Source: an optimization exercise on an open RTL-to-GDS flow (aim: small area, a short achievable clock period and few clock cycles per item). Production flows keep margins and buffers that such runs may drop.
Only simulation tests tie the RTL to the original design; equivalence was not proved.
Power is estimated from default activity; no workload was simulated.

==> flow/design.v (excerpt) <==
module trimmed_mean_ph_converter
#(
    parameter int WINDOW      = DEF_WINDOW,
    parameter int DROP        = DEF_DROP,
    parameter int SAMPLE_BITS = DEF_SAMPLE_BITS
) (
    input  logic                   i_clk,
    input  logic                   i_rst_n,
    input  logic                   i_start,
    output logic                   o_busy,
    input  logic [SAMPLE_BITS-1:0] i_sample,
    output logic                   o_valid,
    output logic signed [PH_W-1:0] o_ph_milli,
    output logic [TSUM_W-1:0]      o_trimmed_sum,
    input  logic                   i_cfg_valid,
    output logic                   o_cfg_ready,
    input  logic [CFG_IDX_W-1:0]   i_cfg_index,
    input  logic [CFG_DATA_W-1:0]  i_cfg_data
);
    logic [SAMPLE_BITS-1:0] w_x;
    logic w_xv, w_first, w_pop_ok, w_pfirst, w_last;
    assign o_cfg_ready = 1'b1;
    tmpc_ctrl #(
        .WINDOW      (WINDOW),
        .DROP        (DROP),
        .SAMPLE_BITS (SAMPLE_BITS)
    ) u_ctrl (
  ...
Settings: LEC_CHECK=0, CAP_MARGIN=20, CORE_MARGIN=2, CORE_UTILIZATION=40, SLEW_MARGIN=20; clock period 8.0 ns.
standard.sh (not shown) runs the stock make flow with config.mk's settings and CLKGATE_MAP_FILE= SYNTH_SCRIPT=/design/flow/synth_recipe.tcl, a recipe that flattens the netlist after the stock synthesis.
==> flow/flow/run.sh <==
#!/bin/bash
set -euo pipefail
export BUFFER_PORTS_ARGS="-buffer_cell sky130_fd_sc_hd__buf_2"
export CTS_ARGS="-sink_clustering_enable -repair_clock_nets -dont_use_dummy_load -sink_clustering_size 25 -sink_clustering_max_diameter 150 -buf_list sky130_fd_sc_hd__clkbuf_16 -root_buf sky130_fd_sc_hd__clkbuf_16 -distance_between_buffers 2000 -branching_point_buffers_distance 2000"
bash standard.sh SETUP_SLACK_MARGIN=5 finish > make_finish.log 2>&1
The baseline ran to the end with no violations.
Testbench counts at the start, summed over its fixed seeds: cycles 16,272, windows 1,600.
==> next run, changes <==
==> flow/flow/run.sh (replaced) <==
#!/bin/bash
# Standard ORFS flow; port buffers are sky130_fd_sc_hd__buf_2; repair aims for 5 ns setup margin;
# clock tree from clkbuf_8 clusters of up to 20 sinks, without dummy loads.
set -euo pipefail
export BUFFER_PORTS_ARGS="-buffer_cell sky130_fd_sc_hd__buf_2"
export CTS_ARGS="-sink_clustering_enable -repair_clock_nets -dont_use_dummy_load -sink_clustering_size 20 -sink_clustering_max_diameter 60 -buf_list sky130_fd_sc_hd__clkbuf_8"
bash standard.sh SETUP_SLACK_MARGIN=5 finish > make_finish.log 2>&1
Effect:
- die area is unchanged
- core utilization climbs by 0.36 points
- first-iteration DRC count went down by about 8%
- design area grows by about 0.8%

---

trimmed_mean_ph_converter again, from the RTL that the note above started with.
Settings: LEC_CHECK=0, CAP_MARGIN=20, CORE_MARGIN=2, CORE_UTILIZATION=40, SLEW_MARGIN=20; clock period 8.0 ns.
==> flow/flow/run.sh <==
#!/bin/bash
# Standard ORFS flow; port buffers are sky130_fd_sc_hd__buf_2; repair aims for 5 ns setup margin;
# custom clock tree options.
set -euo pipefail
export BUFFER_PORTS_ARGS="-buffer_cell sky130_fd_sc_hd__buf_2"
export CTS_ARGS="-sink_clustering_enable -repair_clock_nets -dont_use_dummy_load -sink_clustering_size 30 -sink_clustering_max_diameter 100 -buf_list sky130_fd_sc_hd__clkbuf_16 -distance_between_buffers 500 -branching_point_buffers_distance 500"
bash standard.sh SETUP_SLACK_MARGIN=5 finish > make_finish.log 2>&1
The starting point produced a clean layout.
Testbench counts at the start, summed over its fixed seeds: cycles 16,272, windows 1,600.
Change:
==> flow/run.sh (new file) <==
#!/bin/bash
# synth_recipe.tcl (not shown) runs the flow's synth.tcl, then flattens the netlist and writes it again
# the make line also repeats each setting of config.mk as NAME=value (left out here)
make -C /OpenROAD-flow-scripts/flow DESIGN_CONFIG=/design/flow/config.mk WORK_HOME=/design/flow/orfs CLKGATE_MAP_FILE= SYNTH_SCRIPT=/design/flow/synth_recipe.tcl finish
--- a/flow/config.mk
+++ b/flow/config.mk
@@ -10,2 +10,3 @@
 export CORE_UTILIZATION = 40
+export SETUP_SLACK_MARGIN = 5
 export SLEW_MARGIN = 20
removed: flow/flow/run.sh
removed: flow/standard.sh
What happened: Final area rises by 7.5%. Routed wire length rises by about 2%. Utilization rises by 3.3 points. Synthesized cell count is unchanged. Global-route usage rises by 0.48 points. Flip-flop and latch count stays the same. Sequential share of layout area falls by 2.9 points. Worst hold slack loses 0.011 ns. Worst setup slack loses 0.072 ns. Die area stays the same.
Change:
==> flow/flow/run.sh (new file) <==
#!/bin/bash
# Standard ORFS flow; port buffers are sky130_fd_sc_hd__buf_2; repair aims for 5 ns setup margin;
# clock tree from clkbuf_16 clusters of up to 30 sinks, no dummy loads.
set -euo pipefail
export BUFFER_PORTS_ARGS="-buffer_cell sky130_fd_sc_hd__buf_2"
export CTS_ARGS="-sink_clustering_enable -repair_clock_nets -dont_use_dummy_load -sink_clustering_size 30 -sink_clustering_max_diameter 100 -buf_list sky130_fd_sc_hd__clkbuf_16 -distance_between_buffers 500 -branching_point_buffers_distance 500"
bash standard.sh SETUP_SLACK_MARGIN=5 finish > make_finish.log 2>&1
==> flow/standard.sh (new file) <==
#!/bin/bash
# synth_recipe.tcl (not shown) runs the flow's synth.tcl, then flattens the netlist and writes it again
# the make line also repeats each setting of config.mk as NAME=value (left out here)
make -C /OpenROAD-flow-scripts/flow DESIGN_CONFIG=/design/flow/config.mk WORK_HOME=/design/flow/orfs CLKGATE_MAP_FILE= SYNTH_SCRIPT=/design/flow/synth_recipe.tcl "${@:-finish}"
--- a/flow/config.mk
+++ b/flow/config.mk
@@ -10,3 +10,2 @@
 export CORE_UTILIZATION = 40
-export SETUP_SLACK_MARGIN = 5
 export SLEW_MARGIN = 20
removed: flow/run.sh
What happened: Final cell count decreases by 2.3%; die area does not change; clock skew increases by 0.049 ns; clock-buffer cell count decreases by 19; setup slack gets better by 0.072 ns; via count decreases by 0.74%; total power decreases by 23%; core utilization decreases by 3.3 points; area after synthesis stays the same; wire length decreases by 2.0%; final area decreases by 6.9%.
Change:
==> flow/flow/run.sh (replaced) <==
#!/bin/bash
# Standard ORFS flow; port buffers are sky130_fd_sc_hd__buf_2; repair aims for 5 ns setup margin.
set -euo pipefail
export BUFFER_PORTS_ARGS="-buffer_cell sky130_fd_sc_hd__buf_2"
bash standard.sh SETUP_SLACK_MARGIN=5 finish > make_finish.log 2>&1
Outcome: The changed run went through all stages and came out clean; area after synthesis does not change; worst setup slack is better by 0.0096 ns; combinational power hardly moves.
Change:
==> flow/flow/run.sh (replaced) <==
#!/bin/bash
# Layout flow: the standard ORFS flow, with two changes to how the layout
# is made (the design, clock period and constraints are unchanged):
#  - port buffers are plain buffers (sky130_fd_sc_hd__buf_2) instead of the
#    delay cells buffer_ports picks by default; every port still gets one;
#  - timing repair aims for a setup slack margin of 5.5 ns.
# Each tool's full output goes to its own log in this folder and under
# orfs/logs/.
set -euo pipefail
export BUFFER_PORTS_ARGS="-buffer_cell sky130_fd_sc_hd__buf_2"
bash standard.sh SETUP_SLACK_MARGIN=5.5 finish > make_finish.log 2>&1
Outcome:
- global-route usage grows by 1.6 points
- non-clock buffer count grows by 56
- critical path depth grows by 4
- sequential power barely changes
- sequential share of layout area shrinks by 3.5 points
- total power grows by 1.6%
- routed wire length grows by 14%
Change:
==> flow/flow/run.sh (replaced) <==
#!/bin/bash
set -euo pipefail
export BUFFER_PORTS_ARGS="-buffer_cell sky130_fd_sc_hd__buf_2"
export CTS_ARGS="-sink_clustering_enable -repair_clock_nets -dont_use_dummy_load -sink_clustering_size 25 -sink_clustering_max_diameter 150 -buf_list sky130_fd_sc_hd__clkbuf_16 -root_buf sky130_fd_sc_hd__clkbuf_16 -distance_between_buffers 2000 -branching_point_buffers_distance 2000"
bash standard.sh SETUP_SLACK_MARGIN=5.3 finish > make_finish.log 2>&1
Effect: The new run finished with timing, DRC and antenna clean. Clock skew climbs by 0.041 ns. Worst hold slack is worse by 0.016 ns. Non-clock buffer count came out lower by 32. Core utilization is lower by 5.0 points. Final area is lower by 9.6%. First-iteration DRC count goes up by 7.6%. Cell count came out lower by 4.3%.

[separate check: timing with driven ports]
The flow's constraints put no driver on any port. The routed layouts listed below were extracted and timed again, unchanged, in two steps.
Step 1 (the two cells are an assumption about what drives the block):
set clk [get_ports {i_clk}]
set_driving_cell -lib_cell sky130_fd_sc_hd__clkbuf_16 $clk
set_driving_cell -lib_cell sky130_fd_sc_hd__buf_2 [delete_from_list [all_inputs] $clk]
Step 2 adds t to the input delays and takes it off the output delays; t is the mean of the earliest and latest rising clock arrival at the registers after step 1. Input paths then give back, and output paths get back, about the clock's delay inside the block.
Slacks: ideal / step 1 / step 2; pairs: ideal / step 1.
| run | t, ns | slack for setup (ns) | hold WS [ns] | latest minus earliest clock arrival (ns) | worst slew at a driven data input, ns |
|---|---|---|---|---|---|
| the first run of note 1 | 0.498 | 5.160 / 5.160 / 5.139 | 0.441 / 0.441 / 0.441 | 0.065 / 0.066 | 0.04 |
| the second run of note 1 | 0.548 | 5.112 / 5.112 / 5.112 | 0.450 / 0.450 / 0.450 | 0.039 / 0.039 | 0.04 |
| the first run of note 2 | 0.495 | 5.134 / 5.134 / 5.134 | 0.461 / 0.461 / 0.461 | 0.064 / 0.063 | 0.04 |
| the second run of note 2 | 0.564 | 5.062 / 5.013 / 4.688 | 0.451 / 0.451 / 0.451 | 0.015 / 0.014 | 0.06 |
| the third run of note 2 | 0.495 | 5.134 / 5.134 / 5.134 | 0.461 / 0.461 / 0.461 | 0.064 / 0.063 | 0.04 |
| the fourth run of note 2 | 0.550 | 5.143 / 5.143 / 5.104 | 0.449 / 0.449 / 0.449 | 0.010 / 0.009 | 0.04 |
| the fifth run of note 2 | 0.557 | 5.264 / 5.243 / 5.260 | 0.454 / 0.454 / 0.454 | 0.021 / 0.022 | 0.04 |
| the sixth run of note 2 | 0.483 | 5.289 / 5.248 / 5.138 | 0.438 / 0.438 / 0.438 | 0.064 / 0.064 | 0.05 |
After both steps every run listed still meets setup and hold. For the second run of note 2, which loses most, drivers alone change the setup slack by -0.049 ns; drivers and shift together by -0.374 ns.
